This is an optimization exercise on Yosys and OpenROAD, whose aim is small area, a short achievable clock period and few clock cycles, not a production implementation.
Function was not checked in any run shown here: the RTL went through the layout flow alone.
Power is estimated from default activity; no workload was simulated.

File: config.mk
export PLATFORM = sky130hd
export DESIGN_NAME = cpu_core
export DESIGN_NICKNAME = cpu_core
export VERILOG_FILES = /design/flow/design.v
export SDC_FILE = /design/flow/constraint.sdc
export NUM_CORES = 4
export LEC_CHECK = 0
export ABC_CLOCK_PERIOD_IN_PS = 3500
export CAP_MARGIN = 20
export CELL_PAD_IN_SITES_DETAIL_PLACEMENT = 1
export CELL_PAD_IN_SITES_GLOBAL_PLACEMENT = 2
export CORE_MARGIN = 2
export CORE_UTILIZATION = 30
export PLACE_DENSITY = 0.45
export SETUP_SLACK_MARGIN = 4.5
export SLEW_MARGIN = 20
File: constraint.sdc
create_clock -name core_clock -period 8.0 [get_ports {raw_clk}]
set_input_delay 1.6000 -clock core_clock [delete_from_list [all_inputs] [get_ports {raw_clk}]]
set_output_delay 1.6000 -clock core_clock [all_outputs]
set_load 0.01 [all_outputs]
File: design.v
package cpu6502_pkg;
  typedef logic [7:0] byte_t;
  typedef logic [7:0] addr_t;
  localparam int MEM_BYTES = 256;
  localparam int SB_SLOTS = 12;
  localparam int FLAG_N = 7;
  localparam int FLAG_V = 6;
  localparam int FLAG_B = 4;
  localparam int FLAG_Z = 1;
  localparam int FLAG_C = 0;
  localparam logic [4:0] K_ORA = 5'd0;
  localparam logic [4:0] K_AND = 5'd1;
  localparam logic [4:0] K_EOR = 5'd2;
  localparam logic [4:0] K_ADC = 5'd3;
  localparam logic [4:0] K_STA = 5'd4;
  localparam logic [4:0] K_LDA = 5'd5;
  localparam logic [4:0] K_CMP = 5'd6;
  localparam logic [4:0] K_SBC = 5'd7;
  localparam logic [4:0] K_LDX = 5'd8;
  localparam logic [4:0] K_LDY = 5'd9;
  localparam logic [4:0] K_TAX = 5'd10;
  localparam logic [4:0] K_TAY = 5'd11;
  localparam logic [4:0] K_TXA = 5'd12;
  localparam logic [4:0] K_TYA = 5'd13;
  localparam logic [4:0] K_INX = 5'd14;
  localparam logic [4:0] K_INY = 5'd15;
  localparam logic [4:0] K_DEX = 5'd16;
  localparam logic [4:0] K_DEY = 5'd17;
  localparam logic [4:0] K_CLC = 5'd18;
  localparam logic [4:0] K_SEC = 5'd19;
  localparam logic [4:0] K_NOP = 5'd20;
endpackage
`timescale 1ns/10ps
module program_rom (
  input  logic               raw_clk,
  input  logic [15:0]        whi,
  input  logic [15:0]        wlo,
  input  cpu6502_pkg::byte_t wd,
  input  logic [15:0]        rhi,
  input  logic [15:0]        rlo,
  output cpu6502_pkg::byte_t rd
);
  logic [8*cpu6502_pkg::MEM_BYTES-1:0] mem;
  for (genvar i = 0; i < cpu6502_pkg::MEM_BYTES; i++)
  begin : g_byte
    always_ff @(posedge raw_clk)
    begin
      if (whi[i / 16] && wlo[i % 16])
        mem[8*i +: 8] <= wd;
    end
  end
  always_comb
  begin
    cpu6502_pkg::byte_t row;
    rd = '0;
    for (int h = 0; h < 16; h++)
    begin
      row = '0;
      for (int l = 0; l < 16; l++)
        row = row | (mem[8*(16*h+l) +: 8] & {8{rlo[l]}});
      rd = rd | (row & {8{rhi[h]}});
    end
  end
endmodule
`timescale 1ns/10ps
module fetch_decode (
  input  cpu6502_pkg::byte_t op,
  output logic [4:0]         kind,
  output logic               two_byte,
  output logic               zp,
  output logic               brk,
  output logic               illegal
);
  logic g1;
  assign g1 = (op[1:0] == 2'b01) &&
              ((op[4:2] == 3'b001) || ((op[4:2] == 3'b010) && (op[7:5] != 3'b100)));
  always_comb
  begin
    kind     = cpu6502_pkg::K_NOP;
    two_byte = 1'b0;
    zp       = 1'b0;
    brk      = 1'b0;
    illegal  = 1'b0;
    if (g1)
    begin
      kind     = {2'b00, op[7:5]};
      two_byte = 1'b1;
      zp       = (op[4:2] == 3'b001) && (op[7:5] != 3'b100);
    end
    else
    begin
      case (op)
        8'hA2: begin kind = cpu6502_pkg::K_LDX; two_byte = 1'b1; end
        8'hA0: begin kind = cpu6502_pkg::K_LDY; two_byte = 1'b1; end
        8'hAA: kind = cpu6502_pkg::K_TAX;
        8'hA8: kind = cpu6502_pkg::K_TAY;
        8'h8A: kind = cpu6502_pkg::K_TXA;
        8'h98: kind = cpu6502_pkg::K_TYA;
        8'hE8: kind = cpu6502_pkg::K_INX;
        8'hC8: kind = cpu6502_pkg::K_INY;
        8'hCA: kind = cpu6502_pkg::K_DEX;
        8'h88: kind = cpu6502_pkg::K_DEY;
        8'h18: kind = cpu6502_pkg::K_CLC;
        8'h38: kind = cpu6502_pkg::K_SEC;
        8'hEA: kind = cpu6502_pkg::K_NOP;
        8'h00: brk  = 1'b1;
        default: illegal = 1'b1;
      endcase
    end
  end
endmodule
`timescale 1ns/10ps
module op_queue #(
  parameter int K = cpu6502_pkg::SB_SLOTS
) (
  input  logic               raw_clk,
  input  logic               drop,
  input  logic               commit,
  input  cpu6502_pkg::addr_t la,
  output logic [K-1:0]       m_spec,
  output logic [K-1:0]       m_comm,
  output logic               hit,
  output cpu6502_pkg::byte_t hit_data,
  output logic [K-1:0]       alloc_oh,
  output logic               free_any,
  output logic               free_two,
  input  logic               alloc_en,
  input  logic [K-1:0]       dw_oh,
  input  cpu6502_pkg::byte_t dw_data,
  input  logic [K-1:0]       inv,
  input  logic               drain_ok,
  output logic               drain_v,
  output cpu6502_pkg::addr_t drain_addr,
  output cpu6502_pkg::byte_t drain_data
);
  logic               sv [0:K-1];
  logic               ss [0:K-1];
  logic               sh [0:K-1];
  cpu6502_pkg::addr_t sa [0:K-1];
  cpu6502_pkg::byte_t sd [0:K-1];
  logic [K-1:0]       comm;
  logic [K-1:0]       drain_oh;
  logic               hit_s;
  cpu6502_pkg::byte_t data_s;
  cpu6502_pkg::byte_t data_c;
  always_comb
  begin
    for (int i = 0; i < K; i++)
    begin
      m_spec[i] = sv[i] && ss[i] && (sa[i] == la);
      m_comm[i] = sv[i] && !ss[i] && (sa[i] == la);
      comm[i]   = sv[i] && !ss[i];
    end
  end
  always_comb
  begin
    hit_s  = |m_spec;
    hit    = |m_spec || |m_comm;
    data_s = '0;
    data_c = '0;
    for (int i = 0; i < K; i++)
    begin
      data_s = data_s | (sd[i] & {8{m_spec[i]}});
      data_c = data_c | (sd[i] & {8{m_comm[i]}});
    end
    hit_data = hit_s ? data_s : data_c;
  end
  always_comb
  begin
    alloc_oh = '0;
    free_any = 1'b0;
    free_two = 1'b0;
    for (int i = 0; i < K; i++)
    begin
      if (!sv[i] && free_any)
        free_two = 1'b1;
      if (!sv[i] && !free_any)
      begin
        alloc_oh[i] = 1'b1;
        free_any    = 1'b1;
      end
    end
  end
  always_comb
  begin
    drain_oh = '0;
    drain_v  = 1'b0;
    for (int i = 0; i < K; i++)
    begin
      if (comm[i] && !drain_v)
      begin
        drain_oh[i] = 1'b1;
        drain_v     = 1'b1;
      end
    end
    drain_addr = '0;
    drain_data = '0;
    for (int i = 0; i < K; i++)
    begin
      drain_addr = drain_addr | (sa[i] & {8{drain_oh[i]}});
      drain_data = drain_data | (sd[i] & {8{drain_oh[i]}});
    end
  end
  always_ff @(posedge raw_clk)
  begin
    for (int i = 0; i < K; i++)
    begin
      if (alloc_en && alloc_oh[i])
      begin
        sv[i] <= 1'b1;
        ss[i] <= 1'b1;
        sh[i] <= 1'b0;
        sa[i] <= la;
      end
      else
      begin
        if ((drain_ok && drain_oh[i]) || inv[i] || (drop && ss[i]) || (commit && sh[i]))
          sv[i] <= 1'b0;
        if (commit || drop)
        begin
          ss[i] <= 1'b0;
          sh[i] <= 1'b0;
        end
        else if (alloc_en && m_comm[i])
        begin
          sh[i] <= 1'b1;
        end
      end
      if (dw_oh[i])
        sd[i] <= dw_data;
    end
  end
endmodule
`timescale 1ns/10ps
module execute_unit (
  input  logic               raw_clk,
  input  logic               w_en,
  input  logic               w_rst,
  input  logic               w_rst_p,
  input  cpu6502_pkg::addr_t w_addr,
  input  cpu6502_pkg::byte_t w_data,
  output logic [15:0]        fpc_hi_o,
  output logic [15:0]        fpc_lo_o,
  input  cpu6502_pkg::byte_t prd,
  output cpu6502_pkg::byte_t reg_a,
  output cpu6502_pkg::byte_t reg_x,
  output cpu6502_pkg::byte_t reg_y,
  output cpu6502_pkg::byte_t status,
  output logic               halted_i,
  output logic               fault_i
);
  localparam int K = cpu6502_pkg::SB_SLOTS;
  logic [8:0]         hw;
  logic               spec_live;
  logic               restart;
  logic               inorder;
  logic               bad;
  logic               flush;
  logic               w_zero;
  cpu6502_pkg::addr_t fpc;
  logic [15:0]        fpc_hi;
  logic [15:0]        fpc_lo;
  cpu6502_pkg::byte_t bq;
  logic               bv;
  logic               avail;
  cpu6502_pkg::byte_t byte_f;
  logic [4:0]         dk_kind;
  logic               dk_two;
  logic               dk_zp;
  logic               dk_brk;
  logic               dk_ill;
  logic               d_arg;
  logic [4:0]         d_kind;
  logic               d_zp;
  logic               d_sta;
  logic               d_stop;
  logic               d_stall;
  logic               consume;
  logic               r_valid;
  logic [4:0]         r_kind;
  logic               r_zp;
  logic               r_sta;
  logic               r_brk;
  logic               r_ill;
  cpu6502_pkg::addr_t r_addr;
  logic [15:0]        r_hi;
  logic [15:0]        r_lo;
  logic               r_alloc;
  logic               e_valid;
  cpu6502_pkg::addr_t e_addr;
  cpu6502_pkg::byte_t m_q;
  logic               e_spec;
  logic [K-1:0]       e_tgt;
  logic [K-1:0]       e_inv_m;
  logic               e_sta;
  logic               e_direct;
  cpu6502_pkg::byte_t ra, rx, ry;
  logic               fn, fv, fb, fz, fc;
  logic               pw_v;
  cpu6502_pkg::addr_t pw_a;
  cpu6502_pkg::byte_t pw_d;
  cpu6502_pkg::byte_t zp_rd;
  cpu6502_pkg::byte_t zp_val;
  logic [K-1:0]       m_spec;
  logic [K-1:0]       m_comm;
  logic               sb_hit;
  cpu6502_pkg::byte_t sb_data;
  logic [K-1:0]       alloc_oh;
  logic               free_any;
  logic               free_two;
  logic               alloc_en;
  logic               drain_ok;
  logic               drain_v;
  cpu6502_pkg::addr_t drain_addr;
  cpu6502_pkg::byte_t drain_data;
  assign reg_a  = ra;
  assign reg_x  = rx;
  assign reg_y  = ry;
  assign status = {fn, fv, 1'b0, fb, 2'b00, fz, fc};
  assign w_zero  = w_en && (w_addr == 8'h00);
  assign restart = w_rst && (!w_rst_p || w_zero);
  assign inorder = w_en && !hw[8] && (w_addr == hw[7:0]);
  assign bad     = w_rst && w_en && !restart && !inorder;
  assign flush   = restart || bad;
  always_ff @(posedge raw_clk)
  begin
    if (restart)
    begin
      hw        <= {8'h00, w_zero};
      spec_live <= !w_en || w_zero;
    end
    else if (bad)
    begin
      spec_live <= 1'b0;
    end
    else if (w_rst && inorder)
    begin
      hw <= hw + 9'd1;
    end
  end
  assign avail  = !w_rst ||
                  (spec_live && (({1'b0, fpc} < hw) || (inorder && (w_addr == fpc))));
  assign byte_f = (w_en && (w_addr == fpc)) ? w_data : prd;
  always_ff @(posedge raw_clk)
  begin
    if (flush)
    begin
      bq     <= w_data;
      bv     <= restart && w_zero;
      fpc    <= {7'd0, restart && w_zero};
      fpc_hi <= 16'd1;
      fpc_lo <= {14'd0, restart && w_zero, !(restart && w_zero)};
    end
    else if (!bv || consume)
    begin
      bv <= avail;
      if (avail)
      begin
        bq     <= byte_f;
        fpc    <= fpc + 8'd1;
        fpc_lo <= {fpc_lo[14:0], fpc_lo[15]};
        if (fpc_lo[15])
          fpc_hi <= {fpc_hi[14:0], fpc_hi[15]};
      end
    end
  end
  assign fpc_hi_o = fpc_hi;
  assign fpc_lo_o = fpc_lo;
  fetch_decode dec (
    .op       (bq),
    .kind     (dk_kind),
    .two_byte (dk_two),
    .zp       (dk_zp),
    .brk      (dk_brk),
    .illegal  (dk_ill)
  );
  assign d_stall = d_arg && d_sta && w_rst && !(r_alloc ? free_two : free_any);
  assign consume = bv && !d_stop && !d_stall;
  always_ff @(posedge raw_clk)
  begin
    if (flush)
    begin
      d_arg   <= 1'b0;
      d_stop  <= 1'b0;
      r_valid <= 1'b0;
      r_brk   <= 1'b0;
      r_ill   <= 1'b0;
      r_alloc <= 1'b0;
    end
    else
    begin
      r_valid <= consume && (d_arg || (!dk_two && !dk_brk && !dk_ill));
      r_brk   <= consume && !d_arg && dk_brk;
      r_ill   <= consume && !d_arg && dk_ill;
      r_alloc <= consume && d_arg && d_sta && w_rst;
      if (consume)
      begin
        if (!d_arg)
        begin
          if (dk_brk || dk_ill)
            d_stop <= 1'b1;
          else if (dk_two)
            d_arg <= 1'b1;
        end
        else
        begin
          d_arg <= 1'b0;
        end
      end
    end
  end
  always_ff @(posedge raw_clk)
  begin
    if (consume && !d_arg)
    begin
      d_kind <= dk_kind;
      d_zp   <= dk_zp;
      d_sta  <= (dk_kind == cpu6502_pkg::K_STA);
    end
  end
  always_ff @(posedge raw_clk)
  begin
    r_kind <= d_arg ? d_kind : dk_kind;
    r_zp   <= d_arg && d_zp;
    r_sta  <= d_arg && d_sta;
    r_addr <= bq;
    for (int i = 0; i < 16; i++)
    begin
      r_hi[i] <= (bq[7:4] == i);
      r_lo[i] <= (bq[3:0] == i);
    end
  end
  logic               pw_hit;
  logic               sel_sb, sel_pw, sel_zp, sel_imm;
  assign pw_hit   = pw_v && (pw_a == r_addr);
  assign sel_sb   = r_zp && sb_hit;
  assign sel_pw   = r_zp && !sb_hit && pw_hit;
  assign sel_zp   = r_zp && !sb_hit && !pw_hit;
  assign sel_imm  = !r_zp;
  assign zp_val   = (zp_rd & {8{sel_zp}}) | (sb_data & {8{sel_sb}}) |
                    (pw_d & {8{sel_pw}}) | (r_addr & {8{sel_imm}});
  assign alloc_en = r_valid && r_sta && w_rst && !(|m_spec) && !flush;
  logic e_ora, e_and, e_eor, e_lda, e_add, e_cmp, e_inv, e_ldx, e_ldy;
  logic e_tax, e_tay, e_txa, e_tya, e_inx, e_iny, e_dex, e_dey, e_clc, e_sec;
  logic e_wa, e_wx, e_wy, e_wc, e_wnz;
  always_ff @(posedge raw_clk)
  begin
    logic v;
    v = r_valid && !flush;
    e_valid <= v;
    e_sta   <= v && (r_kind == cpu6502_pkg::K_STA);
    e_ora   <= v && (r_kind == cpu6502_pkg::K_ORA);
    e_and   <= v && (r_kind == cpu6502_pkg::K_AND);
    e_eor   <= v && (r_kind == cpu6502_pkg::K_EOR);
    e_lda   <= v && (r_kind == cpu6502_pkg::K_LDA);
    e_add   <= v && ((r_kind == cpu6502_pkg::K_ADC) || (r_kind == cpu6502_pkg::K_SBC));
    e_cmp   <= v && (r_kind == cpu6502_pkg::K_CMP);
    e_inv   <= (r_kind == cpu6502_pkg::K_SBC) || (r_kind == cpu6502_pkg::K_CMP);
    e_ldx   <= v && (r_kind == cpu6502_pkg::K_LDX);
    e_ldy   <= v && (r_kind == cpu6502_pkg::K_LDY);
    e_tax   <= v && (r_kind == cpu6502_pkg::K_TAX);
    e_tay   <= v && (r_kind == cpu6502_pkg::K_TAY);
    e_txa   <= v && (r_kind == cpu6502_pkg::K_TXA);
    e_tya   <= v && (r_kind == cpu6502_pkg::K_TYA);
    e_inx   <= v && (r_kind == cpu6502_pkg::K_INX);
    e_iny   <= v && (r_kind == cpu6502_pkg::K_INY);
    e_dex   <= v && (r_kind == cpu6502_pkg::K_DEX);
    e_dey   <= v && (r_kind == cpu6502_pkg::K_DEY);
    e_clc   <= v && (r_kind == cpu6502_pkg::K_CLC);
    e_sec   <= v && (r_kind == cpu6502_pkg::K_SEC);
    e_wa    <= v && ((r_kind <= cpu6502_pkg::K_LDA) && (r_kind != cpu6502_pkg::K_STA) ||
                     (r_kind == cpu6502_pkg::K_SBC) || (r_kind == cpu6502_pkg::K_TXA) ||
                     (r_kind == cpu6502_pkg::K_TYA));
    e_wx    <= v && ((r_kind == cpu6502_pkg::K_LDX) || (r_kind == cpu6502_pkg::K_TAX) ||
                     (r_kind == cpu6502_pkg::K_INX) || (r_kind == cpu6502_pkg::K_DEX));
    e_wy    <= v && ((r_kind == cpu6502_pkg::K_LDY) || (r_kind == cpu6502_pkg::K_TAY) ||
                     (r_kind == cpu6502_pkg::K_INY) || (r_kind == cpu6502_pkg::K_DEY));
    e_wc    <= v && ((r_kind == cpu6502_pkg::K_ADC) || (r_kind == cpu6502_pkg::K_SBC) ||
                     (r_kind == cpu6502_pkg::K_CMP) || (r_kind == cpu6502_pkg::K_CLC) ||
                     (r_kind == cpu6502_pkg::K_SEC));
    e_wnz   <= v && (r_kind != cpu6502_pkg::K_STA) && (r_kind != cpu6502_pkg::K_CLC) &&
                    (r_kind != cpu6502_pkg::K_SEC) && (r_kind != cpu6502_pkg::K_NOP);
    e_addr  <= r_addr;
    m_q     <= zp_val;
    e_spec  <= w_rst;
    e_tgt   <= (|m_spec) ? m_spec : alloc_oh;
    e_inv_m <= m_spec | m_comm;
  end
  logic               pw_n;
  cpu6502_pkg::addr_t pw_an;
  logic [15:0]        pw_hi;
  logic [15:0]        pw_lo;
  assign e_direct = e_sta && !e_spec;
  assign drain_ok = !e_direct;
  assign pw_n     = e_direct ? !flush : drain_v;
  assign pw_an    = e_direct ? e_addr : drain_addr;
  always_ff @(posedge raw_clk)
  begin
    pw_v <= pw_n;
    pw_a <= pw_an;
    pw_d <= e_direct ? ra : drain_data;
    for (int i = 0; i < 16; i++)
    begin
      pw_hi[i] <= pw_n && (pw_an[7:4] == i);
      pw_lo[i] <= (pw_an[3:0] == i);
    end
  end
  program_rom zp (
    .raw_clk (raw_clk),
    .whi     (pw_hi),
    .wlo     (pw_lo),
    .wd      (pw_d),
    .rhi     (r_hi),
    .rlo     (r_lo),
    .rd      (zp_rd)
  );
  op_queue #(.K(K)) sb (
    .raw_clk    (raw_clk),
    .drop       (flush),
    .commit     (!w_rst),
    .la         (r_addr),
    .m_spec     (m_spec),
    .m_comm     (m_comm),
    .hit        (sb_hit),
    .hit_data   (sb_data),
    .alloc_oh   (alloc_oh),
    .free_any   (free_any),
    .free_two   (free_two),
    .alloc_en   (alloc_en),
    .dw_oh      ((e_sta && e_spec && !flush) ? e_tgt : {K{1'b0}}),
    .dw_data    (ra),
    .inv        ((e_direct && !flush) ? e_inv_m : {K{1'b0}}),
    .drain_ok   (drain_ok),
    .drain_v    (drain_v),
    .drain_addr (drain_addr),
    .drain_data (drain_data)
  );
  cpu6502_pkg::byte_t m_alu;
  logic               cin;
  logic [8:0]         sum;
  cpu6502_pkg::byte_t x_inc, x_dec, y_inc, y_dec;
  cpu6502_pkg::byte_t a_res, x_res, y_res;
  logic               sum_zero;
  logic               c_res, v_res, n_res, z_res;
  always_comb
  begin
    m_alu = e_inv ? ~m_q : m_q;
    cin   = e_cmp || fc;
    sum   = {1'b0, ra} + {1'b0, m_alu} + {8'd0, cin};
    sum_zero = ((ra ^ m_alu) == {ra[6:0] | m_alu[6:0], cin});
    x_inc = rx + 8'd1;
    x_dec = rx - 8'd1;
    y_inc = ry + 8'd1;
    y_dec = ry - 8'd1;
    a_res = ((ra | m_q) & {8{e_ora}}) | ((ra & m_q) & {8{e_and}}) |
            ((ra ^ m_q) & {8{e_eor}}) | (m_q & {8{e_lda}}) |
            (sum[7:0] & {8{e_add}}) | (rx & {8{e_txa}}) | (ry & {8{e_tya}});
    x_res = (m_q & {8{e_ldx}}) | (ra & {8{e_tax}}) |
            (x_inc & {8{e_inx}}) | (x_dec & {8{e_dex}});
    y_res = (m_q & {8{e_ldy}}) | (ra & {8{e_tay}}) |
            (y_inc & {8{e_iny}}) | (y_dec & {8{e_dey}});
    c_res = ((e_add || e_cmp) && sum[8]) || e_sec;
    v_res = (ra[7] == m_alu[7]) && (sum[7] != ra[7]);
    n_res = ((ra[7] | m_q[7]) && e_ora) || ((ra[7] & m_q[7]) && e_and) ||
            ((ra[7] ^ m_q[7]) && e_eor) || (m_q[7] && (e_lda || e_ldx || e_ldy)) ||
            (sum[7] && (e_add || e_cmp)) || (ra[7] && (e_tax || e_tay)) ||
            (rx[7] && e_txa) || (ry[7] && e_tya) ||
            (x_inc[7] && e_inx) || (x_dec[7] && e_dex) ||
            (y_inc[7] && e_iny) || (y_dec[7] && e_dey);
    z_res = (((ra | m_q) == 8'd0) && e_ora) || (((ra & m_q) == 8'd0) && e_and) ||
            ((ra == m_q) && e_eor) || ((m_q == 8'd0) && (e_lda || e_ldx || e_ldy)) ||
            (sum_zero && (e_add || e_cmp)) || ((ra == 8'd0) && (e_tax || e_tay)) ||
            ((rx == 8'd0) && e_txa) || ((ry == 8'd0) && e_tya) ||
            ((rx == 8'hFF) && e_inx) || ((rx == 8'h01) && e_dex) ||
            ((ry == 8'hFF) && e_iny) || ((ry == 8'h01) && e_dey);
  end
  always_ff @(posedge raw_clk)
  begin
    if (flush)
    begin
      ra       <= '0;
      rx       <= '0;
      ry       <= '0;
      fn       <= 1'b0;
      fv       <= 1'b0;
      fb       <= 1'b0;
      fz       <= 1'b0;
      fc       <= 1'b0;
      halted_i <= 1'b0;
      fault_i  <= 1'b0;
    end
    else
    begin
      if (e_wa)
        ra <= a_res;
      if (e_wx)
        rx <= x_res;
      if (e_wy)
        ry <= y_res;
      if (e_wc)
        fc <= c_res;
      if (e_add)
        fv <= v_res;
      if (e_wnz)
      begin
        fn <= n_res;
        fz <= z_res;
      end
      if (r_brk)
      begin
        fb       <= 1'b1;
        halted_i <= 1'b1;
      end
      if (r_ill)
        fault_i <= 1'b1;
    end
  end
endmodule
`timescale 1ns/10ps
module cpu_core (
  input  logic               raw_clk,
  input  logic               button_reset,
  input  logic               prog_we,
  input  cpu6502_pkg::addr_t prog_addr,
  input  cpu6502_pkg::byte_t prog_data,
  output cpu6502_pkg::byte_t reg_a,
  output cpu6502_pkg::byte_t reg_x,
  output cpu6502_pkg::byte_t reg_y,
  output cpu6502_pkg::byte_t status,
  output logic               halted,
  output logic               fault
);
  logic               w_en;
  logic               w_rst;
  logic               w_rst_p;
  cpu6502_pkg::addr_t w_addr;
  cpu6502_pkg::byte_t w_data;
  logic               out_en;
  logic [15:0]        w_hi;
  logic [15:0]        w_lo;
  cpu6502_pkg::byte_t o_a, o_x, o_y, o_st;
  logic               o_halt, o_fault;
  logic [15:0]        fpc_hi;
  logic [15:0]        fpc_lo;
  cpu6502_pkg::byte_t prd;
  cpu6502_pkg::byte_t a_i, x_i, y_i, st_i;
  logic               halted_i, fault_i;
  always_ff @(posedge raw_clk)
  begin
    w_en    <= prog_we;
    w_addr  <= prog_addr;
    w_data  <= prog_data;
    w_rst   <= !button_reset;
    w_rst_p <= w_rst;
    out_en  <= button_reset;
    for (int i = 0; i < 16; i++)
    begin
      w_hi[i] <= prog_we && (prog_addr[7:4] == i);
      w_lo[i] <= (prog_addr[3:0] == i);
    end
  end
  program_rom rom (
    .raw_clk (raw_clk),
    .whi     (w_hi),
    .wlo     (w_lo),
    .wd      (w_data),
    .rhi     (fpc_hi),
    .rlo     (fpc_lo),
    .rd      (prd)
  );
  execute_unit core (
    .raw_clk  (raw_clk),
    .w_en     (w_en),
    .w_rst    (w_rst),
    .w_rst_p  (w_rst_p),
    .w_addr   (w_addr),
    .w_data   (w_data),
    .fpc_hi_o (fpc_hi),
    .fpc_lo_o (fpc_lo),
    .prd      (prd),
    .reg_a    (a_i),
    .reg_x    (x_i),
    .reg_y    (y_i),
    .status   (st_i),
    .halted_i (halted_i),
    .fault_i  (fault_i)
  );
  always_ff @(posedge raw_clk)
  begin
    if (!button_reset || !out_en)
    begin
      o_a     <= '0;
      o_x     <= '0;
      o_y     <= '0;
      o_st    <= '0;
      o_halt  <= 1'b0;
      o_fault <= 1'b0;
    end
    else
    begin
      o_a     <= a_i;
      o_x     <= x_i;
      o_y     <= y_i;
      o_st    <= st_i;
      o_halt  <= halted_i;
      o_fault <= fault_i;
    end
  end
  assign reg_a  = o_a;
  assign reg_x  = o_x;
  assign reg_y  = o_y;
  assign status = o_st;
  assign halted = o_halt;
  assign fault  = o_fault;
endmodule
File: run.sh
#!/bin/bash
# synth_recipe.tcl (not shown) runs the flow's synth.tcl, then flattens the netlist and writes it again
# the make line also repeats each setting of config.mk as NAME=value (left out here)
make -C /OpenROAD-flow-scripts/flow DESIGN_CONFIG=/design/flow/config.mk WORK_HOME=/design/flow/orfs CLKGATE_MAP_FILE= SYNTH_SCRIPT=/design/flow/synth_recipe.tcl finish
==> results of run 1 <==
==> report_power, final <==
| group | internal (µW) | switching [µW] |
|---|---|---|
| clock | 14300 | 10400 |
| combinational | 1800 | 4650 |
| sequential | 27000 | 410 |
==> flip-flops by register name, indices dropped and copies added, names as in the netlist, 9 cells and up <==
register,cells
core.e_tgt,12
core.sb.sa,96
core.e_inv_m,12
core.sb.ss,12
core.sb.sh,12
core.fpc_lo,16
rom.mem,2048
core.zp.mem,2048
core.sb.sv,12
core.sb.sd,96
core.pw_lo,16
w_lo,16
core.hw,9
core.fpc_hi,16
core.r_hi,16
core.r_lo,16
core.pw_hi,16
w_hi,16
==> how the worst max path moves through the flow <==
| stage | end | slack, ns | depth (start not counted) | startpoint |
|---|---|---|---|---|
| finish | core.m_q[4] | 4.32 | 9 | core.r_lo[2] |
| floorplan | core.sb.sa[6][0] | 5.05 | 10 | core.r_addr[4] |
| global route | core.m_q[3] | 4.43 | 11 | core.r_lo[6] |
| global placement | core.m_q[2] | 2.81 | 8 | core.r_lo[10] |
| detailed placement | core.bq[5] | 3.54 | 10 | core.fpc_lo[0] |
| CTS | core.bq[5] | 4.49 | 9 | core.fpc_lo[14] |
==> metal layers <==
metal / global-route usage / vias to the layer above / routed length [µm] / part of all wire
met5: 0 / - / 0 / 0
met4: 0.05548 / 0 / 17200 / 0.024
met3: 0.02476 / 825 / 30420 / 0.042
met2: 0.4166 / 3066 / 360200 / 0.49
met1: 0.3328 / 57299 / 321900 / 0.44
li1: - / 42864 / - / -
==> final cells by class <==
cell class                      count  area (µm²)  area share
Antenna cell                       69       172.7   0.0008421
Clock buffer                      722       14840     0.07239
Clock inverter                    266        2471     0.01205
Inverter                           76       287.8    0.001404
Multi-Input combinational cell   4696       35260      0.1720
Sequential cell                  4668      136800      0.6673
Tap cell                         7727        9668     0.04715
Timing Repair Buffer              473        5514     0.02689
==> Yosys cell counts, drive strengths merged, types with 185 or more instances <==
master | number | share of area
a221oi | 843 | 0.042
nand2 | 185 | 0.0040
dfxtp | 359 | 0.041
nand3 | 206 | 0.0060
and2 | 529 | 0.019
buf | 195 | 0.0051
nand4 | 318 | 0.011
nor2 | 193 | 0.0042
a22oi | 649 | 0.028
a22o | 807 | 0.041
clkbuf | 482 | 0.010
edfxtp | 4309 | 0.74
==> worst reg2reg max path, cell delays in order, from the launching register on <==
cell and delay [ns]:
dfxtp_4 0.45, buf_4 0.23, bufbuf_16 0.34, a22o_1 0.25, a221oi_1 0.33, nand4_1 0.20, a22oi_2 0.41, nand4_1 0.51
nor3b_4 0.67, o311ai_1 0.18
==> logic make-up after synthesis <==
logic type                 count (synthesis)
buffers and inverters                    753
muxes                                     28
and+or+nand+nor                         1765
AOI/OAI and AO/OA                       2689
adders and majority gates                 51
xor gates and xnor gates                 160
other                                      1
DFF                                     4668
==> timing repair <==
| item | 4_1_cts | 5_1_grt |
|---|---|---|
| cloned | 22 | 0 |
| setup endpoints to repair | 285 | 133 |
| hold buffers | 0 | 0 |
| setup buffers | 92 | 10 |
| pin swaps | 66 | 14 |
| gates resized for setup | 237 | 40 |
==> metrics by stage <==
stage               cells  hold slack (ns)  total power [µW]  worst slack (ns)  area, µm²
global placement    17511           0.4326             33750             2.810     184500
floorplan           10117           0.3462             30370             5.055     174000
CTS                 18618           0.4586             59060             4.486     204600
global route        18645           0.4766             60080             4.429     204900
finish              18697           0.4512             58530             4.320     205000
detailed placement  17516           0.4415             33820             3.537     184600
==> out/metrics.cfg, run 1 <==
[route]
dr.pass1.iters=8
vias=104054
postRouteAntennaNets=0
drt_wl_total_um=729700
viasPerCell=5.565
wire_per_inst_um=39.02
drt_iter0_markers=9730
drc_errors=0

[cts]
htreeDepth=6
cts_made_buffers=549
cts_tree=done
root_buffer=clkbuf_16
cts_buffer_depth=4
cts_sinks=4668
clk_pin_slew_worst_paths_ns=0.06
insertion_delay_ns=1.06

[global_routing]
grt_pass1_wl_um=984400
grt_max_degree=194
grt_overflow=0
grt_usage=0.2430
antenna_found_initial=52
grt_pass1_vias=107067

[synth]
synth-compound-area-share=0.1264
synth-seq-cells=4668
yosysSeqAreaShare=0.7850
synthMuxAreaShare=0.001647
synthSimpleGateAreaFrac=0.05791
synth_fa_ha_area_frac=0.003725
syn_area_um2=174000
synth.distinct_cells=93
synth_top_family_by_area=compound AO/OA/AOI/OAI gates
syn-instance-count=10115
ys_async_sr_fraction=0
yosysWarningCount=10
synth_edf_count=4309
synth_ff_type=edfxtp_1
avgSynthCellArea_um2=17.20
synth_xor_area_frac=0.008097

[floorplanning]
die_w_um=765.6
fp.dieArea_um2=586100
die_y_um=765.6
initial_core_util=0.3013
rows=279
io_pins=53
coreArea_um2=577400

[worst_setup_path]
start_kind=flop
required_ns=8.92
endpoint_kind=flop
reg2reg_to=core.m_q[4]
slowest_stage=nor3b_4
cp_max_fo=12
rrSetupSlack_ns=4.32
regToRegStartpoint=core.r_lo[2]
crit_path_frequent_cell=nand4_1
path_class=flop to flop
cp_top_family=simple AND/OR/NAND/NOR gates
critPathMaxStageDelay_ns=0.67
crit_chain=buf_4 -> bufbuf_16 -> a22o_1 -> a221oi_1 -> nand4_1 -> a22oi_2 -> nand4_1 -> nor3b_4 -> o311ai_1
worstPathArrival_ns=4.60
critical_path_buf_inv_count=2
r2r_cells=9

[sta]
rsz0062_at_grt=yes
tightest_slew_ns=1.427
max_slew_margin=0.04887
min_period_over_period=0.4600
final-setup-viol-count=0
skew_ns=0.03741
drv_slew=0
hold_viol_final=0
fin_crit_ns=3.680
fin_tns_setup_ns=0
max_freq_mhz=271.7

[min_path]
hold_start=core.r_brk
holdPathStages=2
min_path_type=flop to flop
min_to=core.fb

[run_status]
status=finished clean

[cells_and_area]
layout.nets=10532
layout_commonest_cell=edfxtp_1
layout_common_cells=4,309 x edfxtp_1, 806 x a22o_1, 797 x a221oi_1
final_core_util=0.3551
drive_gt1_frac=0.1324
synthToLayoutAreaGrowth_pct=17.84
fillers=57213

[power]
vdd_drop_max_mv=0.2265
p_leak_uw=0.06474
power_density_nw_per_um2=285.4

[placed_design]
portBuffers=49
dp_hpwl_um=417700
globalplace.congestion=0.8222

[job]
maxCapViolCount=0

==> inputs of run 2 (changes only) <==
--- a/design.v
+++ b/design.v
@@ -123,7 +123,6 @@
   output cpu6502_pkg::byte_t hit_data,
   output logic [K-1:0]       alloc_oh,
   output logic               free_any,
-  output logic               free_two,
   input  logic               alloc_en,
   input  logic [K-1:0]       dw_oh,
   input  cpu6502_pkg::byte_t dw_data,
@@ -169,11 +168,8 @@
   begin
     alloc_oh = '0;
     free_any = 1'b0;
-    free_two = 1'b0;
     for (int i = 0; i < K; i++)
     begin
-      if (!sv[i] && free_any)
-        free_two = 1'b1;
       if (!sv[i] && !free_any)
       begin
         alloc_oh[i] = 1'b1;
@@ -236,18 +232,20 @@
   input  logic               raw_clk,
   input  logic               w_en,
   input  logic               w_rst,
-  input  logic               w_rst_p,
+  input  logic               rs_q,
+  input  logic               wz_q,
   input  cpu6502_pkg::addr_t w_addr,
   input  cpu6502_pkg::byte_t w_data,
   output logic [15:0]        fpc_hi_o,
   output logic [15:0]        fpc_lo_o,
   input  cpu6502_pkg::byte_t prd,
+  input  logic               out_ok,
   output cpu6502_pkg::byte_t reg_a,
   output cpu6502_pkg::byte_t reg_x,
   output cpu6502_pkg::byte_t reg_y,
   output cpu6502_pkg::byte_t status,
-  output logic               halted_i,
-  output logic               fault_i
+  output logic               halted,
+  output logic               fault
 );
   localparam int K = cpu6502_pkg::SB_SLOTS;
   logic [8:0]         hw;
@@ -285,7 +283,6 @@
   cpu6502_pkg::addr_t r_addr;
   logic [15:0]        r_hi;
   logic [15:0]        r_lo;
-  logic               r_alloc;
   logic               e_valid;
   cpu6502_pkg::addr_t e_addr;
   cpu6502_pkg::byte_t m_q;
@@ -296,6 +293,7 @@
   logic               e_direct;
   cpu6502_pkg::byte_t ra, rx, ry;
   logic               fn, fv, fb, fz, fc;
+  logic               halted_i, fault_i;
   logic               pw_v;
   cpu6502_pkg::addr_t pw_a;
   cpu6502_pkg::byte_t pw_d;
@@ -307,18 +305,13 @@
   cpu6502_pkg::byte_t sb_data;
   logic [K-1:0]       alloc_oh;
   logic               free_any;
-  logic               free_two;
   logic               alloc_en;
   logic               drain_ok;
   logic               drain_v;
   cpu6502_pkg::addr_t drain_addr;
   cpu6502_pkg::byte_t drain_data;
-  assign reg_a  = ra;
-  assign reg_x  = rx;
-  assign reg_y  = ry;
-  assign status = {fn, fv, 1'b0, fb, 2'b00, fz, fc};
-  assign w_zero  = w_en && (w_addr == 8'h00);
-  assign restart = w_rst && (!w_rst_p || w_zero);
+  assign w_zero  = wz_q;
+  assign restart = rs_q;
   assign inorder = w_en && !hw[8] && (w_addr == hw[7:0]);
   assign bad     = w_rst && w_en && !restart && !inorder;
   assign flush   = restart || bad;
@@ -338,23 +331,33 @@
       hw <= hw + 9'd1;
     end
   end
-  assign avail  = !w_rst ||
-                  (spec_live && (({1'b0, fpc} < hw) || (inorder && (w_addr == fpc))));
-  assign byte_f = (w_en && (w_addr == fpc)) ? w_data : prd;
+  logic               direct;
+  logic               d_use_b;
+  cpu6502_pkg::byte_t d_byte;
+  logic               d_valid;
+  logic               d_arg_e;
+  logic               d_stop_e;
+  assign direct  = restart ? w_zero :
+                   (!bv && w_rst && spec_live && inorder && (w_addr == fpc));
+  assign avail   = !w_rst ||
+                   (spec_live && (({1'b0, fpc} < hw) || (inorder && (w_addr == fpc))));
+  assign byte_f  = (w_en && (w_addr == fpc)) ? w_data : prd;
   always_ff @(posedge raw_clk)
   begin
     if (flush)
     begin
-      bq     <= w_data;
-      bv     <= restart && w_zero;
+      bv     <= 1'b0;
       fpc    <= {7'd0, restart && w_zero};
       fpc_hi <= 16'd1;
       fpc_lo <= {14'd0, restart && w_zero, !(restart && w_zero)};
     end
-    else if (!bv || consume)
+    else if (bv ? consume : (direct || avail))
     begin
-      bv <= avail;
-      if (avail)
+      if (bv)
+        bv <= avail;
+      else
+        bv <= !direct || !consume;
+      if (bv ? avail : 1'b1)
       begin
         bq     <= byte_f;
         fpc    <= fpc + 8'd1;
@@ -366,52 +369,58 @@
   end
   assign fpc_hi_o = fpc_hi;
   assign fpc_lo_o = fpc_lo;
+  assign d_use_b  = bv && !restart;
+  assign d_byte   = d_use_b ? bq : w_data;
+  assign d_valid  = d_use_b || direct;
+  assign d_arg_e  = d_arg && !restart;
+  assign d_stop_e = d_stop && !restart;
   fetch_decode dec (
-    .op       (bq),
+    .op       (d_byte),
     .kind     (dk_kind),
     .two_byte (dk_two),
     .zp       (dk_zp),
     .brk      (dk_brk),
     .illegal  (dk_ill)
   );
-  assign d_stall = d_arg && d_sta && w_rst && !(r_alloc ? free_two : free_any);
-  assign consume = bv && !d_stop && !d_stall;
+  assign d_stall = d_arg_e && d_sta && w_rst && !free_any;
+  assign consume = d_valid && !d_stop_e && !d_stall;
   always_ff @(posedge raw_clk)
   begin
-    if (flush)
+    if (bad)
     begin
       d_arg   <= 1'b0;
       d_stop  <= 1'b0;
       r_valid <= 1'b0;
       r_brk   <= 1'b0;
       r_ill   <= 1'b0;
-      r_alloc <= 1'b0;
     end
     else
     begin
-      r_valid <= consume && (d_arg || (!dk_two && !dk_brk && !dk_ill));
-      r_brk   <= consume && !d_arg && dk_brk;
-      r_ill   <= consume && !d_arg && dk_ill;
-      r_alloc <= consume && d_arg && d_sta && w_rst;
+      r_valid <= consume && (d_arg_e || (!dk_two && !dk_brk && !dk_ill));
+      r_brk   <= consume && !d_arg_e && dk_brk;
+      r_ill   <= consume && !d_arg_e && dk_ill;
       if (consume)
       begin
-        if (!d_arg)
+        if (!d_arg_e)
         begin
-          if (dk_brk || dk_ill)
-            d_stop <= 1'b1;
-          else if (dk_two)
-            d_arg <= 1'b1;
+          d_stop <= dk_brk || dk_ill;
+          d_arg  <= dk_two;
         end
         else
         begin
           d_arg <= 1'b0;
         end
       end
+      else if (restart)
+      begin
+        d_arg  <= 1'b0;
+        d_stop <= 1'b0;
+      end
     end
   end
   always_ff @(posedge raw_clk)
   begin
-    if (consume && !d_arg)
+    if (consume && !d_arg_e)
     begin
       d_kind <= dk_kind;
       d_zp   <= dk_zp;
@@ -420,14 +429,14 @@
   end
   always_ff @(posedge raw_clk)
   begin
-    r_kind <= d_arg ? d_kind : dk_kind;
-    r_zp   <= d_arg && d_zp;
-    r_sta  <= d_arg && d_sta;
-    r_addr <= bq;
+    r_kind <= d_arg_e ? d_kind : dk_kind;
+    r_zp   <= d_arg_e && d_zp;
+    r_sta  <= d_arg_e && d_sta;
+    r_addr <= d_byte;
     for (int i = 0; i < 16; i++)
     begin
-      r_hi[i] <= (bq[7:4] == i);
-      r_lo[i] <= (bq[3:0] == i);
+      r_hi[i] <= (d_byte[7:4] == i);
+      r_lo[i] <= (d_byte[3:0] == i);
     end
   end
   logic               pw_hit;
@@ -525,7 +534,6 @@
     .hit_data   (sb_data),
     .alloc_oh   (alloc_oh),
     .free_any   (free_any),
-    .free_two   (free_two),
     .alloc_en   (alloc_en),
     .dw_oh      ((e_sta && e_spec && !flush) ? e_tgt : {K{1'b0}}),
     .dw_data    (ra),
@@ -574,45 +582,63 @@
             ((rx == 8'hFF) && e_inx) || ((rx == 8'h01) && e_dex) ||
             ((ry == 8'hFF) && e_iny) || ((ry == 8'h01) && e_dey);
   end
-  always_ff @(posedge raw_clk)
+  cpu6502_pkg::byte_t ra_n, rx_n, ry_n;
+  logic               fn_n, fv_n, fb_n, fz_n, fc_n, halted_n, fault_n;
+  always_comb
   begin
+    ra_n     = e_wa ? a_res : ra;
+    rx_n     = e_wx ? x_res : rx;
+    ry_n     = e_wy ? y_res : ry;
+    fc_n     = e_wc ? c_res : fc;
+    fv_n     = e_add ? v_res : fv;
+    fn_n     = e_wnz ? n_res : fn;
+    fz_n     = e_wnz ? z_res : fz;
+    fb_n     = fb || r_brk;
+    halted_n = halted_i || r_brk;
+    fault_n  = fault_i || r_ill;
     if (flush)
     begin
-      ra       <= '0;
-      rx       <= '0;
-      ry       <= '0;
-      fn       <= 1'b0;
-      fv       <= 1'b0;
-      fb       <= 1'b0;
-      fz       <= 1'b0;
-      fc       <= 1'b0;
-      halted_i <= 1'b0;
-      fault_i  <= 1'b0;
+      ra_n     = '0;
+      rx_n     = '0;
+      ry_n     = '0;
+      fc_n     = 1'b0;
+      fv_n     = 1'b0;
+      fn_n     = 1'b0;
+      fz_n     = 1'b0;
+      fb_n     = 1'b0;
+      halted_n = 1'b0;
+      fault_n  = 1'b0;
+    end
+  end
+  always_ff @(posedge raw_clk)
+  begin
+    ra       <= ra_n;
+    rx       <= rx_n;
+    ry       <= ry_n;
+    fc       <= fc_n;
+    fv       <= fv_n;
+    fn       <= fn_n;
+    fz       <= fz_n;
+    fb       <= fb_n;
+    halted_i <= halted_n;
+    fault_i  <= fault_n;
+    if (!out_ok)
+    begin
+      reg_a  <= '0;
+      reg_x  <= '0;
+      reg_y  <= '0;
+      status <= '0;
+      halted <= 1'b0;
+      fault  <= 1'b0;
     end
     else
     begin
-      if (e_wa)
-        ra <= a_res;
-      if (e_wx)
-        rx <= x_res;
-      if (e_wy)
-        ry <= y_res;
-      if (e_wc)
-        fc <= c_res;
-      if (e_add)
-        fv <= v_res;
-      if (e_wnz)
-      begin
-        fn <= n_res;
-        fz <= z_res;
-      end
-      if (r_brk)
-      begin
-        fb       <= 1'b1;
-        halted_i <= 1'b1;
-      end
-      if (r_ill)
-        fault_i <= 1'b1;
+      reg_a  <= ra_n;
+      reg_x  <= rx_n;
+      reg_y  <= ry_n;
+      status <= {fn_n, fv_n, 1'b0, fb_n, 2'b00, fz_n, fc_n};
+      halted <= halted_n;
+      fault  <= fault_n;
     end
   end
 endmodule
@@ -632,27 +658,23 @@
 );
   logic               w_en;
   logic               w_rst;
-  logic               w_rst_p;
+  logic               rs_q;
+  logic               wz_q;
   cpu6502_pkg::addr_t w_addr;
   cpu6502_pkg::byte_t w_data;
-  logic               out_en;
   logic [15:0]        w_hi;
   logic [15:0]        w_lo;
-  cpu6502_pkg::byte_t o_a, o_x, o_y, o_st;
-  logic               o_halt, o_fault;
   logic [15:0]        fpc_hi;
   logic [15:0]        fpc_lo;
   cpu6502_pkg::byte_t prd;
-  cpu6502_pkg::byte_t a_i, x_i, y_i, st_i;
-  logic               halted_i, fault_i;
   always_ff @(posedge raw_clk)
   begin
     w_en    <= prog_we;
     w_addr  <= prog_addr;
     w_data  <= prog_data;
     w_rst   <= !button_reset;
-    w_rst_p <= w_rst;
-    out_en  <= button_reset;
+    rs_q    <= !button_reset && (!w_rst || (prog_we && (prog_addr == 8'h00)));
+    wz_q    <= prog_we && (prog_addr == 8'h00);
     for (int i = 0; i < 16; i++)
     begin
       w_hi[i] <= prog_we && (prog_addr[7:4] == i);
@@ -672,44 +694,19 @@
     .raw_clk  (raw_clk),
     .w_en     (w_en),
     .w_rst    (w_rst),
-    .w_rst_p  (w_rst_p),
+    .rs_q     (rs_q),
+    .wz_q     (wz_q),
     .w_addr   (w_addr),
     .w_data   (w_data),
     .fpc_hi_o (fpc_hi),
     .fpc_lo_o (fpc_lo),
     .prd      (prd),
-    .reg_a    (a_i),
-    .reg_x    (x_i),
-    .reg_y    (y_i),
-    .status   (st_i),
-    .halted_i (halted_i),
-    .fault_i  (fault_i)
+    .out_ok   (button_reset),
+    .reg_a    (reg_a),
+    .reg_x    (reg_x),
+    .reg_y    (reg_y),
+    .status   (status),
+    .halted   (halted),
+    .fault    (fault)
   );
-  always_ff @(posedge raw_clk)
-  begin
-    if (!button_reset || !out_en)
-    begin
-      o_a     <= '0;
-      o_x     <= '0;
-      o_y     <= '0;
-      o_st    <= '0;
-      o_halt  <= 1'b0;
-      o_fault <= 1'b0;
-    end
-    else
-    begin
-      o_a     <= a_i;
-      o_x     <= x_i;
-      o_y     <= y_i;
-      o_st    <= st_i;
-      o_halt  <= halted_i;
-      o_fault <= fault_i;
-    end
-  end
-  assign reg_a  = o_a;
-  assign reg_x  = o_x;
-  assign reg_y  = o_y;
-  assign status = o_st;
-  assign halted = o_halt;
-  assign fault  = o_fault;
 endmodule
--- a/config.mk
+++ b/config.mk
@@ -10,7 +10,9 @@
 export CELL_PAD_IN_SITES_DETAIL_PLACEMENT = 1
 export CELL_PAD_IN_SITES_GLOBAL_PLACEMENT = 2
 export CORE_MARGIN = 2
-export CORE_UTILIZATION = 30
-export PLACE_DENSITY = 0.45
+export CORE_UTILIZATION = 55
+export CTS_CLUSTER_DIAMETER = 60
+export CTS_CLUSTER_SIZE = 40
+export PLACE_DENSITY = 0.65
 export SETUP_SLACK_MARGIN = 4.5
 export SLEW_MARGIN = 20
==> run 2 against run 1 <==
Against the previous run: largest cell class unchanged; register-to-register slack barely moved; critical path type unchanged; flip-flop and latch count increased by 2; first-iteration DRC count increased by 42%; critical endpoint is now core.m_q[7]; cell count decreased by 22%; hold slack improved by 0.016 ns; sequential share of layout area up 4.3 points; combinational power down 36%; clock power shrank 27%; still clean on timing, DRC and antenna; clock skew is 0.041 ns higher.
==> out/metrics.cfg, run 2 <==
[sta]
max_slew_margin=0.1188  ; was 0.04887
hold_viol_final=0  ; unchanged
fin_crit_ns=3.681  ; was 3.680 ns
fin_tns_setup_ns=0  ; unchanged
min_period_over_period=0.4602  ; was 0.4600
drv_slew=0  ; unchanged
skew_ns=0.07817  ; was 0.03741 ns
tightest_slew_ns=1.313  ; was 1.427 ns
final-setup-viol-count=0  ; unchanged
max_freq_mhz=271.6  ; was 271.7 MHz
timing.hold.ws_ns=0.4677  ; was 0.4512 ns
rsz0062_at_grt=yes  ; unchanged

[synth]
synth_top_area_share=0.7460  ; was 0.7437
synthTopCellsByArea=edfxtp_1 75%, a221oi_1 4.2%, dfxtp_1 4.2%  ; was edfxtp_1 74%, a221oi_1 4.2%, dfxtp_1 4.1%
yosysMostFrequentCell=edfxtp_1  ; unchanged
synth_ff_type=edfxtp_1  ; unchanged
ys_async_sr_fraction=0  ; unchanged
synth.largest_area_cell=edfxtp_1  ; unchanged
avgSynthCellArea_um2=17.21  ; was 17.20 µm²
synth.distinct_cells=78  ; was 93
yosysWarningCount=10  ; unchanged
syn-instance-count=10078  ; was 10.12k
synth-seq-cells=4670  ; was 4,668
yosysSeqAreaShare=0.7878  ; was 0.7850
synthTopCellsByCount=4,308 x edfxtp_1, 839 x a221oi_1, 797 x a22o_1  ; was 4,309 x edfxtp_1, 842 x a221oi_1, 807 x a22o_1
syn_area_um2=173400  ; was 174,000 µm²
synth_edf_count=4308  ; was 4,309

[floorplanning]
initial_core_util=0.5515  ; was 0.3013
fp.dieArea_um2=319800  ; was 586,100 µm²
io_pins=53  ; unchanged
coreArea_um2=314500  ; was 577,400 µm²
die_w_um=565.5  ; was 765.6 µm
die_y_um=565.5  ; was 765.6 µm
rows=206  ; was 279

[global_routing]
antenna_found_initial=38  ; was 52
grt_max_degree=205  ; was 194
grt_pass1_vias=104117  ; was 107.1k
grt_overflow=0  ; unchanged
grt_usage=0.3669  ; was 0.2430
grt_pass1_wl_um=823500  ; was 984,400 µm

[worst_setup_path]
worstPathArrival_ns=4.43  ; was 4.60 ns
endpoint_kind=flop  ; unchanged
critPathMaxStageDelay_ns=0.60  ; was 0.67 ns
start_kind=flop  ; unchanged
crit_path_frequent_cell=nand4_1  ; unchanged
crit_chain=buf_12 -> a22o_1 -> a221oi_1 -> nand4_1 -> a22oi_2 -> nand4_1 -> o21bai_4 -> o2111ai_1  ; was buf_4 -> bufbuf_16 -> a22o_1 -> a221oi_1 -> nand4_1 -> a22oi_2 -> nand4_1 -> nor3b_4 -> o311ai_1
cp_top_family=compound AO/OA/AOI/OAI gates  ; was simple AND/OR/NAND/NOR gates
required_ns=8.75  ; was 8.92 ns
path_class=flop to flop  ; unchanged
cp_max_fo=67  ; was 12
critical_path_buf_inv_count=1  ; was 2
slowest_stage=a22oi_2  ; was nor3b_4

[placed_design]
globalplace.congestion=0.9020  ; was 0.8222
portBuffers=49  ; unchanged
dp_hpwl_um=345600  ; was 417,700 µm

[cts]
cts_made_buffers=314  ; was 549
insertion_delay_ns=0.97  ; was 1.06 ns
cts_buffer_depth=4  ; unchanged
root_buffer=clkbuf_16  ; unchanged
htreeDepth=5  ; was 6
cts_sinks=4670  ; was 4,668
clk_pin_slew_worst_paths_ns=0.09  ; was 0.06 ns
cts_tree=done  ; unchanged

[cells_and_area]
largestRegisters=core.zp.mem x2048, rom.mem x2048  ; unchanged
synthToLayoutAreaGrowth_pct=11.12  ; was 17.84%
layout.nets=10182  ; was 10.53k
drive_gt1_frac=0.1100  ; was 0.1324
layout_commonest_cell=edfxtp_1  ; unchanged
layout_common_cells=4,308 x edfxtp_1, 821 x a221oi_1, 796 x a22o_1  ; was 4,309 x edfxtp_1, 806 x a22o_1, 797 x a221oi_1
fillers=26881  ; was 57.21k

[route]
drt_iter0_markers=13782  ; was 9,730
wl_met2_um=286800  ; was 360,200 µm
viasPerCell=7.151  ; was 5.565
dr.pass1.iters=6  ; was 8
drc_errors=0  ; unchanged
top_layer=met5  ; was met4
met3_length_um=51660  ; was 30,420 µm
vias=104382  ; was 104.1k
drt-met1-wl_um=226100  ; was 321,900 µm
postRouteAntennaNets=0  ; unchanged
drt_wl_total_um=594600  ; was 729,700 µm
wire_per_inst_um=40.73  ; was 39.02 µm

[power]
p_leak_uw=0.06077  ; was 0.06474 µW
vdd_drop_max_mv=0.2308  ; was 0.2265 mV
power_density_nw_per_um2=258.0  ; was 285.4 nW/µm²

[min_path]
min_path_type=flop to flop  ; unchanged

[job]
maxCapViolCount=0  ; unchanged

[run_status]
status=finished clean  ; unchanged

-- run 2: cell types whose count changed after synthesis, moves of 16 or more --
cell      change
and3_1       -22
nor3_1       -16
nand2_1      -28
nor2_1       +29
a222oi_1     +16
and2_1       +19
xnor2_1      -25
o21ai_0      +17
xor2_1       +22
inv_1        +17
nand3_1      -23
-- run 2: through the flow --
| stage | cell area (µm²) | power, µW | utilization | cells | setup slack, ns |
|---|---|---|---|---|---|
| floorplan | 173500 | 29780 | - | 10080 | 4.692 |
| finish | 192700 | 49730 | 0.6128 | 14597 | 4.319 |
| detailed placement | 178900 | 31850 | 0.5690 | 13840 | 2.515 |
| global route | 192600 | 50660 | 0.6125 | 14553 | 4.417 |
| CTS | 191800 | 49590 | 0.6098 | 14492 | 4.367 |
| global placement | 178900 | 31740 | 0.5689 | 13840 | 2.658 |
-- run 2: worst reg2reg max path: stages, from the launching register on --
cell	delay (ns)
dfxtp_4	0.46
buf_12	0.28
a22o_1	0.53
a221oi_1	0.32
nand4_1	0.33
a22oi_2	0.61
nand4_1	0.47
o21bai_4	0.37
o2111ai_1	0.16
-- run 2: final cells by class --
| class | instances | area [µm²] | area share |
|---|---|---|---|
| Antenna cell | 54 | 135.1 | 0.0007012 |
| Timing Repair Buffer | 376 | 4200 | 0.02180 |
| Clock buffer | 340 | 8177 | 0.04243 |
| Inverter | 94 | 372.9 | 0.001935 |
| Multi-Input combinational cell | 4655 | 34660 | 0.1799 |
| Timing Repair inverter | 3 | 22.52 | 0.0001169 |
| Tap cell | 4160 | 5205 | 0.02701 |
| Sequential cell | 4670 | 136900 | 0.7102 |
| Clock inverter | 245 | 3073 | 0.01595 |
-- run 2: worst paths after layout --
kind | startpoint | endpoint | slack [ns] | cells after the start
worst max-delay path | core.r_lo[4] | core.m_q[7] | 4.32 | 8
worst min-delay path | core.fb | core.fb | 0.47 | 2
worst max register to register | core.r_lo[4] | core.m_q[7] | 4.32 | 8
worst min register to register | core.fb | core.fb | 0.47 | 2
-- run 2: repair_timing --
action	4_1_cts	5_1_grt
setup endpoints to repair	322	248
setup buffers	53	43
pin swaps	33	25
hold buffers	0	0
gates resized for setup	192	60
cloned	14	6
-- run 2: layer usage --
layer,vias up,global-route usage
met5,-,0
li1,41882,-
met4,20,0.1686
met1,55260,0.4936
met2,6009,0.5965
met3,1211,0.05318
-- run 2: power by group --
group	switching [µW]	total [µW]	internal [µW]	leakage, µW
sequential	542	27600	27000	0.0422
clock	9450	18000	8540	0.00541
combinational	2940	4150	1210	0.0131
-- run 2: logic make-up (layout without fill, tap and decap cells) --
| kind of cell | Yosys count | in the layout | share of synthesized area |
|---|---|---|---|
| compound gates | 2698 | 2698 | 0.1264 |
| xor+xnor | 156 | 156 | 0.007879 |
| fa+ha+maj | 49 | 49 | 0.003622 |
| buf+inv | 756 | 1058 | 0.01677 |
| flops | 4670 | 4670 | 0.7878 |
| mux | 30 | 30 | 0.001796 |
| other cells | 1 | 57 | 0.00002162 |
| simple gates | 1718 | 1719 | 0.05572 |
==> inputs of run 3 (changes only) <==
--- a/config.mk
+++ b/config.mk
@@ -11,8 +11,8 @@
 export CELL_PAD_IN_SITES_GLOBAL_PLACEMENT = 2
 export CORE_MARGIN = 2
 export CORE_UTILIZATION = 55
-export CTS_CLUSTER_DIAMETER = 60
-export CTS_CLUSTER_SIZE = 40
+export CTS_CLUSTER_DIAMETER = 100
+export CTS_CLUSTER_SIZE = 30
 export PLACE_DENSITY = 0.65
 export SETUP_SLACK_MARGIN = 4.5
 export SLEW_MARGIN = 20
==> run 3 against run 2 <==
Against the previous run: largest power group unchanged; setup slack worse by 0.0069 ns; still clean on timing, DRC and antenna; non-clock buffer count is 7 higher; clock power is 34% lower; utilization is 1.8 points lower; via count is 1.2% lower; cell count is 1.9% lower; combinational power hardly changed; critical endpoint unchanged; largest cell class unchanged.
==> out/metrics.cfg, run 3 <==
[synth]
syn_area_um2=173400  ; unchanged
synth-seq-cells=4670  ; unchanged
yosysSeqAreaShare=0.7878  ; unchanged
synth_ff_type=edfxtp_1  ; unchanged
synthTopCellsByCount=4,308 x edfxtp_1, 839 x a221oi_1, 797 x a22o_1  ; unchanged
yosysWarningCount=10  ; unchanged
yosysMostFrequentCell=edfxtp_1  ; unchanged
avgSynthCellArea_um2=17.21  ; unchanged
synth.distinct_cells=78  ; unchanged
syn-instance-count=10078  ; unchanged
synth_edf_count=4308  ; unchanged
synthTopCellsByArea=edfxtp_1 75%, a221oi_1 4.2%, dfxtp_1 4.2%  ; unchanged
ys_async_sr_fraction=0  ; unchanged
synth.largest_area_cell=edfxtp_1  ; unchanged
synth_top_area_share=0.7460  ; unchanged

[power]
pwr-share-clk=0.273  ; was 0.362
switching_power_uw=10880  ; was 12,930 µW
seq_power_share=0.631  ; was 0.555
pwr-share-comb=0.095  ; was 0.083
power_density_nw_per_um2=233.6  ; was 258.0 nW/µm²
total_power_uw=43660  ; was 49,730 µW
p_int_uw=32780  ; was 36,800 µW
vdd_drop_max_mv=0.2871  ; was 0.2308 mV
p_leak_uw=0.05799  ; was 0.06077 µW
p_sw_frac=0.2493  ; was 0.2600

[worst_setup_path]
critical_path_buf_inv_count=1  ; unchanged
start_kind=flop  ; unchanged
crit_chain=buf_12 -> a221oi_2 -> nand4_1 -> a22oi_2 -> nand4_1 -> o21bai_4 -> o2111ai_1  ; was buf_12 -> a22o_1 -> a221oi_1 -> nand4_1 -> a22oi_2 -> nand4_1 -> o21bai_4 -> o2111ai_1
cp_top_family=compound AO/OA/AOI/OAI gates  ; unchanged
worstPathArrival_ns=4.48  ; was 4.43 ns
crit_path_start=core.r_lo[6]  ; was core.r_lo[4]
critPathMaxStageDelay_ns=0.62  ; was 0.60 ns
path_class=flop to flop  ; unchanged
slowest_stage=a22oi_2  ; unchanged
cp_max_fo=91  ; was 67
regToRegStartpoint=core.r_lo[6]  ; was core.r_lo[4]
required_ns=8.79  ; was 8.75 ns
endpoint_kind=flop  ; unchanged
crit_path_frequent_cell=nand4_1  ; unchanged

[global_routing]
grt_usage=0.3622  ; was 0.3669
grt-busiest-layer=met2  ; unchanged
grtUsageMet1=0.4932  ; was 0.4936
grt_pass1_vias=102390  ; was 104.1k
grt_pass1_wl_um=812800  ; was 823,500 µm
antenna_found_initial=33  ; was 38
grt_overflow=0  ; unchanged
gr-usage-met3=0.04521  ; was 0.05318
grt_util_met2=0.5929  ; was 0.5965
grt_max_degree=205  ; unchanged

[cts]
cts_sinks=4670  ; unchanged
cts_tree=done  ; unchanged
cts_made_buffers=182  ; was 314
insertion_delay_ns=0.94  ; was 0.97 ns
postCtsHoldBufs=0  ; unchanged
root_buffer=clkbuf_16  ; unchanged
cts_buffer_depth=4  ; unchanged
clk_pin_slew_worst_paths_ns=0.11  ; was 0.09 ns
htreeDepth=4  ; was 5

[sta]
hold_viol_final=0  ; unchanged
max_slew_margin=0.2120  ; was 0.1188
tightest_slew_ns=1.182  ; was 1.313 ns
drv_slew=0  ; unchanged
fin_ws_ns=4.312  ; was 4.319 ns
min_period_over_period=0.4610  ; was 0.4602
final-setup-viol-count=0  ; unchanged
rsz0062_at_grt=yes  ; unchanged
fin_tns_setup_ns=0  ; unchanged
skew_ns=0.05765  ; was 0.07817 ns
fin_crit_ns=3.688  ; was 3.681 ns
max_freq_mhz=271.1  ; was 271.6 MHz

[route]
viasPerCell=7.204  ; was 7.151
drt_iter0_markers=14064  ; was 13.78k
vias=103144  ; was 104.4k
postRouteAntennaNets=0  ; unchanged
wire_per_inst_um=41.27  ; was 40.73 µm
dr.pass1.iters=7  ; was 6
drt_wl_total_um=590900  ; was 594,600 µm
drc_errors=0  ; unchanged

[floorplanning]
initial_core_util=0.5515  ; unchanged
die_w_um=565.5  ; unchanged
die_y_um=565.5  ; unchanged
coreArea_um2=314500  ; unchanged
io_pins=53  ; unchanged
rows=206  ; unchanged
fp.dieArea_um2=319800  ; unchanged

[placed_design]
dp_hpwl_um=345600  ; unchanged
placed_cells=13840  ; unchanged
portBuffers=49  ; unchanged
globalplace.congestion=0.9020  ; unchanged
dpl_worst_slack_ns=2.515  ; unchanged

[cells_and_area]
fin_cells=14317  ; was 14.60k
layout_common_cells=4,308 x edfxtp_1, 818 x a221oi_1, 796 x a22o_1  ; was 4,308 x edfxtp_1, 821 x a221oi_1, 796 x a22o_1
largestRegisters=core.zp.mem x2048, rom.mem x2048  ; unchanged
final_core_util=0.5945  ; was 0.6128
layout.nets=10056  ; was 10.18k
layout_commonest_cell=edfxtp_1  ; unchanged
drive_gt1_frac=0.07900  ; was 0.1100
synthToLayoutAreaGrowth_pct=7.789  ; was 11.12%

[min_path]
hold_start=core.fb  ; unchanged
min_path_type=flop to flop  ; unchanged

[job]
maxCapViolCount=0  ; unchanged

[run_status]
status=finished clean  ; unchanged

[run 3: changes by cell type in the layout (fill, tap and decap cells not counted), moves of 19 or more]
cell | before | now
clkbuf_16 | 328 | 194
clkbuf_1 | 14 | 86
clkinv_8 | 48 | 6
inv_6 | 45 | 6
inv_8 | 36 | 3
clkinvlp_4 | 29 | 5
inv_12 | 21 | 1
clkinv_4 | 20 | 1
[run 3: path summary, 6_finish.rpt]
check	endpoint	slack (ns)	cells past startpoint
min	core.fb	0.47	2
max	core.m_q[7]	4.31	7
min reg2reg	core.fb	0.47	2
max reg2reg	core.m_q[7]	4.31	7
[run 3: cells by family after synthesis]
group | Yosys count | synth area share
flip-flops | 4670 | 0.7878
AO/OA/AOI/OAI | 2698 | 0.1264
AND/OR/NAND/NOR | 1718 | 0.05572
buffers and inverters | 756 | 0.01677
XOR/XNOR | 156 | 0.007879
adder cells (fa/ha/maj) | 49 | 0.003622
multiplexers | 30 | 0.001796
other | 1 | 0.00002162
[run 3: final cells by class]
| type | instances | area (µm²) |
|---|---|---|
| diodes | 56 | 140.1 |
| clock buffers | 274 | 5005 |
| clock inverters | 23 | 301.5 |
| fillers | 27127 | 127500 |
| inverters | 94 | 370.4 |
| multi-input cells | 4655 | 34670 |
| flip-flops and latches | 4670 | 136900 |
| well taps | 4160 | 5205 |
| repair buffers | 383 | 4350 |
| repair inverters | 2 | 15.01 |
[run 3: layer usage]
layer	vias up	routed length (µm)
met5	-	25
met4	4	29190
met3	1100	50160
met2	5936	285700
met1	54735	225900
li1	41369	-
[run 3: power groups by stage]
stage | sequential, µW | clock, µW | combinational (µW)
after floorplan | 28000 | 0 | 1790
after global placement | 28100 | 0 | 3620
after detailed placement | 28100 | 0 | 3710
after CTS | 27600 | 11900 | 3910
after global routing | 27600 | 12600 | 4290
final | 27600 | 11900 | 4170
[run 3: repair_timing]
item / in CTS / in global routing
gates cloned: 11 / 8
setup endpoints to repair: 322 / 353
gates resized for setup: 182 / 76
pin swaps: 35 / 29
setup buffers: 36 / 66
[run 3: per-stage QoR]
step	hold slack, ns	area [µm²]
detailed placement	0.4495	178900
global route	0.5160	186800
CTS	0.4773	185600
global placement	0.4386	178900
finish	0.4734	186900
floorplan	0.3290	173500
[run 3: tightest hold or removal path: cells and delay by family (launching register included)]
kind | cells | cell delay, ns
flops | 1 | 0.33
simple gates | 2 | 0.12

## static timing again, ports no longer ideal
No port has a modelled driver above. Below, the same layouts with a new extraction and two added sets of constraints.
Step 1, drivers: a clkbuf_16 drives raw_clk and a buf_2 each remaining input, both assumed.
Step 2, shift: input delay + t, output delay - t, t = (earliest + latest rising clock arrival at the registers) / 2. This alone moves slack from input paths to output paths.
a / b / c = no drivers / after step 1 / after step 2; a / b = the first two.
run	t (ns)	setup slack, ns	clock arrival spread, ns	slew at the worst register clock pin (ns)	cell pins on the clock port's net
run 1	1.163	4.320 / 4.320 / 4.312	0.048 / 0.049	0.06 / 0.06	1
run 2	1.036	4.319 / 4.319 / 4.215	0.082 / 0.082	0.11 / 0.11	1
run 3	1.028	4.312 / 4.312 / 4.224	0.071 / 0.071	0.12 / 0.12	1
After both steps setup and hold are still met in every run listed. For run 2, which loses most, drivers alone change the setup slack by 0.000 ns; drivers and shift together by -0.104 ns.
